What follows belongs to an exercise in optimizing a design on an open flow for small area, a short achievable clock period and few clock cycles; a production flow would make more cautious choices.
Only simulation tests tie the RTL to the original design; equivalence was not proved.

## rev 12
Design hash64_multiply_mix_64bit_words_top, start of the top module:
module hash64_multiply_mix_64bit_words_top (
   input  wire logic        clock,
   input  wire logic        reset,
   input  wire logic        req_valid,
   output logic             req_stall,
   input  wire logic [63:0] req_key_word,
   input  wire logic [3:0]  req_word_bytes,
   input  wire logic        req_last_word,
   input  wire logic [30:0] req_total_length,
   output logic             rsp_valid,
   input  wire logic        rsp_stall,
   output logic [63:0]      rsp_hash_value,
   input  wire logic        csr_valid,
   output logic             csr_ready,
   input  wire logic [31:0] csr_hash_seed
);
   localparam logic [1:0] TA_NONE = 2'd0;
   localparam logic [1:0] TA_FULL = 2'd1;    
   localparam logic [1:0] TA_PART = 2'd2;    
   localparam logic [2:0] TB_NONE  = 3'd0;
   localparam logic [2:0] TB_K2    = 3'd1;
   localparam logic [2:0] TB_LFULL = 3'd2;   
   localparam logic [2:0] TB_LPART = 3'd3;   
   localparam logic [2:0] TB_LEMPT = 3'd4;   
   localparam logic [1:0] TC_NONE = 2'd0;
   localparam logic [1:0] TC_H    = 2'd1;    
   localparam logic [1:0] TC_HEND = 2'd2;    
   localparam logic [1:0] TC_RES  = 2'd3;    
   logic [1:0]  ta_ff;
   logic        ta_first_ff, ta_last_ff;
   logic [2:0]  tb_ff;
   logic        tb_first_ff, tb_last_ff;
   logic [1:0]  tc_ff;
   logic        key_open_ff;
   logic [63:0] xa_ff, xb_ff, xc_ff, hash0_ff, rsp_hash_ff;
   logic [31:0] seed_ff;
   logic        rsp_valid_ff;
   logic [63:0] pa, pb, pc;
   h64mix_mul u_mul_a (.operand (xa_ff), .product (pa));
   h64mix_mul u_mul_b (.operand (xb_ff), .product (pb));
   h64mix_mul u_mul_c (.operand (xc_ff), .product (pc));
   function automatic logic [63:0] mix(input logic [63:0] v);
      mix = v ^ (v >> 47);
   endfunction
   logic [3:0]  nb;
   logic [63:0] mw;
   logic        w_full, w_empty, w_ends;
   assign nb      = (req_word_bytes > 4'd8) ? 4'd8 : req_word_bytes;
   assign w_full  = (nb == 4'd8);
   assign w_empty = (nb == 4'd0);
   assign w_ends  = req_last_word || !w_full;
   always_comb begin
      for (int i = 0; i < 8; i++) begin
         mw[i*8 +: 8] = (4'(i) < nb) ? req_key_word[i*8 +: 8] : 8'h00;
      end
   end
   logic freeze;      
  ...
==> module hash64_multiply_mix_64bit_words_top, before the edit <==
module hash64_multiply_mix_64bit_words_top (
   input  wire logic        clock,
   input  wire logic        reset,
   input  wire logic        req_valid,
   output logic             req_stall,
   input  wire logic [63:0] req_key_word,
   input  wire logic [3:0]  req_word_bytes,
   input  wire logic        req_last_word,
   input  wire logic [30:0] req_total_length,
   output logic             rsp_valid,
   input  wire logic        rsp_stall,
   output logic [63:0]      rsp_hash_value,
   input  wire logic        csr_valid,
   output logic             csr_ready,
   input  wire logic [31:0] csr_hash_seed
);
   localparam logic [1:0] TA_NONE = 2'd0;
   localparam logic [1:0] TA_FULL = 2'd1;    
   localparam logic [1:0] TA_PART = 2'd2;    
   localparam logic [2:0] TB_NONE  = 3'd0;
   localparam logic [2:0] TB_K2    = 3'd1;
   localparam logic [2:0] TB_LFULL = 3'd2;   
   localparam logic [2:0] TB_LPART = 3'd3;   
   localparam logic [2:0] TB_LEMPT = 3'd4;   
   localparam logic [1:0] TC_NONE = 2'd0;
   localparam logic [1:0] TC_H    = 2'd1;    
   localparam logic [1:0] TC_HEND = 2'd2;    
   localparam logic [1:0] TC_RES  = 2'd3;    
   logic [1:0]  ta_ff;
   logic        ta_first_ff, ta_last_ff;
   logic [2:0]  tb_ff;
   logic        tb_first_ff, tb_last_ff;
   logic [1:0]  tc_ff;
   logic        key_open_ff;
   logic [63:0] xa_ff, xb_ff, xc_ff, hash0_ff, rsp_hash_ff;
   logic [31:0] seed_ff;
   logic        rsp_valid_ff;
   logic [63:0] pa, pb, pc;
   h64mix_mul u_mul_a (.operand (xa_ff), .product (pa));
   h64mix_mul u_mul_b (.operand (xb_ff), .product (pb));
   h64mix_mul u_mul_c (.operand (xc_ff), .product (pc));
   function automatic logic [63:0] mix(input logic [63:0] v);
      mix = v ^ (v >> 47);
   endfunction
   logic [3:0]  nb;
   logic [63:0] mw;
   logic        w_full, w_empty, w_ends;
   assign nb      = (req_word_bytes > 4'd8) ? 4'd8 : req_word_bytes;
   assign w_full  = (nb == 4'd8);
   assign w_empty = (nb == 4'd0);
   assign w_ends  = req_last_word || !w_full;
   always_comb begin
      for (int i = 0; i < 8; i++) begin
         mw[i*8 +: 8] = (4'(i) < nb) ? req_key_word[i*8 +: 8] : 8'h00;
      end
   end
   logic freeze;      
   logic ok_full, ok_first_full, ok_later_short, ok_first_short, can_take, take;
   assign freeze = (tc_ff == TC_RES) && rsp_valid_ff && rsp_stall;
   assign ok_full        = 1'b1;
   assign ok_first_full  = (ta_ff != TA_FULL);
   assign ok_later_short = (ta_ff != TA_FULL);
   assign ok_first_short = (ta_ff == TA_NONE) && (tb_ff != TB_K2) && (tb_ff != TB_LPART);
   always_comb begin
      if (w_full) begin
         can_take = key_open_ff ? ok_full : ok_first_full;
      end else begin
         can_take = key_open_ff ? ok_later_short : ok_first_short;
      end
      can_take = can_take && !freeze;
   end
   assign req_stall = !can_take;
   assign take      = req_valid && can_take;
   logic [1:0]  ta_in;
   logic        ta_first_in, ta_last_in;
   logic [2:0]  tb_in;
   logic        tb_first_in, tb_last_in;
   logic [1:0]  tc_in;
   logic        key_open_in;
   logic [63:0] xb_in, xc_in;
   logic        hash0_we, produce;
   logic        end_mark;    
   assign end_mark = take && key_open_ff && w_empty;
   always_comb begin
      ta_in       = TA_NONE;
      ta_first_in = !key_open_ff;
      ta_last_in  = w_ends;
      key_open_in = key_open_ff;
      if (take) begin
         key_open_in = !w_ends;
         if (w_full) begin
            ta_in = TA_FULL;
         end else if (key_open_ff && !w_empty) begin
            ta_in = TA_PART;
         end
      end
      tb_in       = TB_NONE;
      tb_first_in = ta_first_ff;
      tb_last_in  = ta_last_ff;
      xb_in       = mix(pa);
      if (ta_ff == TA_FULL) begin
         tb_in = TB_K2;
      end else if (take && !key_open_ff) begin
         xb_in = 64'(req_total_length);
         tb_in = w_full ? TB_LFULL : (w_empty ? TB_LEMPT : TB_LPART);
      end
      hash0_we = (tb_ff == TB_LFULL);
      tc_in = tc_ff;
      xc_in = xc_ff;
      if (tb_ff == TB_K2) begin
         xc_in = (tb_first_ff ? hash0_ff : pc) ^ pb;
         tc_in = (tb_last_ff || end_mark) ? TC_HEND : TC_H;
      end else if (tb_ff == TB_LPART) begin
         xc_in = 64'(seed_ff) ^ pb ^ xa_ff;
         tc_in = TC_HEND;
      end else if (tb_ff == TB_LEMPT) begin
         xc_in = mix(64'(seed_ff) ^ pb);
         tc_in = TC_RES;
      end else if (ta_ff == TA_PART) begin
         xc_in = pc ^ xa_ff;
         tc_in = TC_HEND;
      end else if (tc_ff == TC_HEND) begin
         xc_in = mix(pc);
         tc_in = TC_RES;
      end else if (tc_ff == TC_RES) begin
         tc_in = TC_NONE;
      end else if (end_mark) begin
         tc_in = TC_HEND;
      end
      produce = (tc_ff == TC_RES);
   end
   always_ff @(posedge clock) begin
      if (reset) begin
         ta_ff        <= TA_NONE;
         tb_ff        <= TB_NONE;
         tc_ff        <= TC_NONE;
         key_open_ff  <= 1'b0;
         rsp_valid_ff <= 1'b0;
         seed_ff      <= '0;
      end else begin
         if (!freeze) begin
            ta_ff        <= ta_in;
            tb_ff        <= tb_in;
            tc_ff        <= tc_in;
            key_open_ff  <= key_open_in;
            rsp_valid_ff <= produce || (rsp_valid_ff && rsp_stall);
         end
         if (csr_valid) begin
            seed_ff <= csr_hash_seed;
         end
      end
   end
   always_ff @(posedge clock) begin
      if (!freeze) begin
         ta_first_ff <= ta_first_in;
         ta_last_ff  <= ta_last_in;
         tb_first_ff <= tb_first_in;
         tb_last_ff  <= tb_last_in;
         xa_ff       <= mw;
         xb_ff       <= xb_in;
         xc_ff       <= xc_in;
         if (hash0_we) begin
            hash0_ff <= 64'(seed_ff) ^ pb;
         end
         if (produce) begin
            rsp_hash_ff <= mix(pc);
         end
      end
   end
   assign csr_ready      = 1'b1;
   assign rsp_valid      = rsp_valid_ff;
   assign rsp_hash_value = rsp_hash_ff;
endmodule
export LEC_CHECK = 0
export CAP_MARGIN = 20
export CORE_MARGIN = 2
export CORE_UTILIZATION = 40
export SETUP_SLACK_MARGIN = 5
export SLEW_MARGIN = 20
export SYNTH_HIERARCHICAL = 1
create_clock -name core_clock -period 12.0 [get_ports {clock}]
run.sh (not shown) runs the stock make flow with config.mk's settings and CLKGATE_MAP_FILE= SYNTH_SCRIPT=/design/flow/synth_recipe.tcl, a recipe that flattens the netlist after the stock synthesis.
Rev 12 finished all stages; the layout is clean.
Testbench counts of rev 12, summed over its fixed seeds: cycles 9,120.
[inputs] rev 13 vs rev 12
diff --git a/flow/design.v b/flow/design.v
--- a/flow/design.v
+++ b/flow/design.v
@@ -1468,5 +1468,5 @@
    logic [1:0]  tc_ff;
    logic        key_open_ff;
-   logic [63:0] xa_ff, xb_ff, xc_ff, hash0_ff, rsp_hash_ff;
+   logic [63:0] xa_ff, xb_ff, xc_ff, hash_ff;
    logic [31:0] seed_ff;
    logic        rsp_valid_ff;
@@ -1492,7 +1492,7 @@
    logic freeze;      
    logic ok_full, ok_first_full, ok_later_short, ok_first_short, can_take, take;
-   assign freeze = (tc_ff == TC_RES) && rsp_valid_ff && rsp_stall;
+   assign freeze = ((tc_ff == TC_RES) || (tb_ff == TB_LFULL)) && rsp_valid_ff && rsp_stall;
    assign ok_full        = 1'b1;
-   assign ok_first_full  = (ta_ff != TA_FULL);
+   assign ok_first_full  = (ta_ff != TA_FULL) && (tc_ff != TC_HEND) && (tb_ff != TB_LEMPT);
    assign ok_later_short = (ta_ff != TA_FULL);
    assign ok_first_short = (ta_ff == TA_NONE) && (tb_ff != TB_K2) && (tb_ff != TB_LPART);
@@ -1514,5 +1514,5 @@
    logic        key_open_in;
    logic [63:0] xb_in, xc_in;
-   logic        hash0_we, produce;
+   logic        produce;
    logic        end_mark;    
    assign end_mark = take && key_open_ff && w_empty;
@@ -1540,9 +1540,8 @@
          tb_in = w_full ? TB_LFULL : (w_empty ? TB_LEMPT : TB_LPART);
       end
-      hash0_we = (tb_ff == TB_LFULL);
       tc_in = tc_ff;
       xc_in = xc_ff;
       if (tb_ff == TB_K2) begin
-         xc_in = (tb_first_ff ? hash0_ff : pc) ^ pb;
+         xc_in = (tb_first_ff ? hash_ff : pc) ^ pb;
          tc_in = (tb_last_ff || end_mark) ? TC_HEND : TC_H;
       end else if (tb_ff == TB_LPART) begin
@@ -1595,9 +1594,8 @@
          xb_ff       <= xb_in;
          xc_ff       <= xc_in;
-         if (hash0_we) begin
-            hash0_ff <= 64'(seed_ff) ^ pb;
-         end
          if (produce) begin
-            rsp_hash_ff <= mix(pc);
+            hash_ff <= mix(pc);
+         end else if (tb_ff == TB_LFULL) begin
+            hash_ff <= 64'(seed_ff) ^ pb;
          end
       end
@@ -1605,5 +1603,5 @@
    assign csr_ready      = 1'b1;
    assign rsp_valid      = rsp_valid_ff;
-   assign rsp_hash_value = rsp_hash_ff;
+   assign rsp_hash_value = hash_ff;
 endmodule
 `default_nettype wire
==> summary.txt <==
- Worst clock skew delta (rev 13 − rev 12): favourable
- In terms of cell count, rev 12 and rev 13 differ only marginally.
- Sort rev 13 and rev 12 by layout overhead on the synthesized area, descending, and rev 12 comes first.
- Relative to rev 12, the number of buffers created by CTS of rev 13 is lower by about 18%.
- Diff rev 12 -> rev 13: synthesized instance count +129, buffer count from post-CTS setup fixing grew by 3.
- Taking rev 12 as the reference point, the total area of sequential cells of rev 13 falls by 18%.
- Compared with rev 12, rev 13 shows a higher post-route minimum period.
Testbench counts of rev 13, summed over its fixed seeds: cycles 9,166.

afterwards: timing with drivers on the ports:
Ports are ideal in the flow. The routed layouts listed here were re-timed in OpenROAD.
Step 1 assumes that a clkbuf_16 drives the clock port and a buf_2 every other input.
Step 2 moves the port delays by t, midway between the first and last clock arrival at a register: inputs arrive t later, outputs are due t later. That takes back most of the time a late clock gives input paths.
Three values: ideal, step 1, step 2; two values: the first two.
run	t, ns	setup WS [ns]	hold WS [ns]	worst setup path at the end
rev 12	0.765	5.048 / 5.048 / 5.048	0.424 / 0.424 / 0.424	register to register
rev 13	0.719	4.978 / 4.978 / 4.978	0.409 / 0.409 / 0.409	register to register
After both steps every run listed still meets setup and hold.
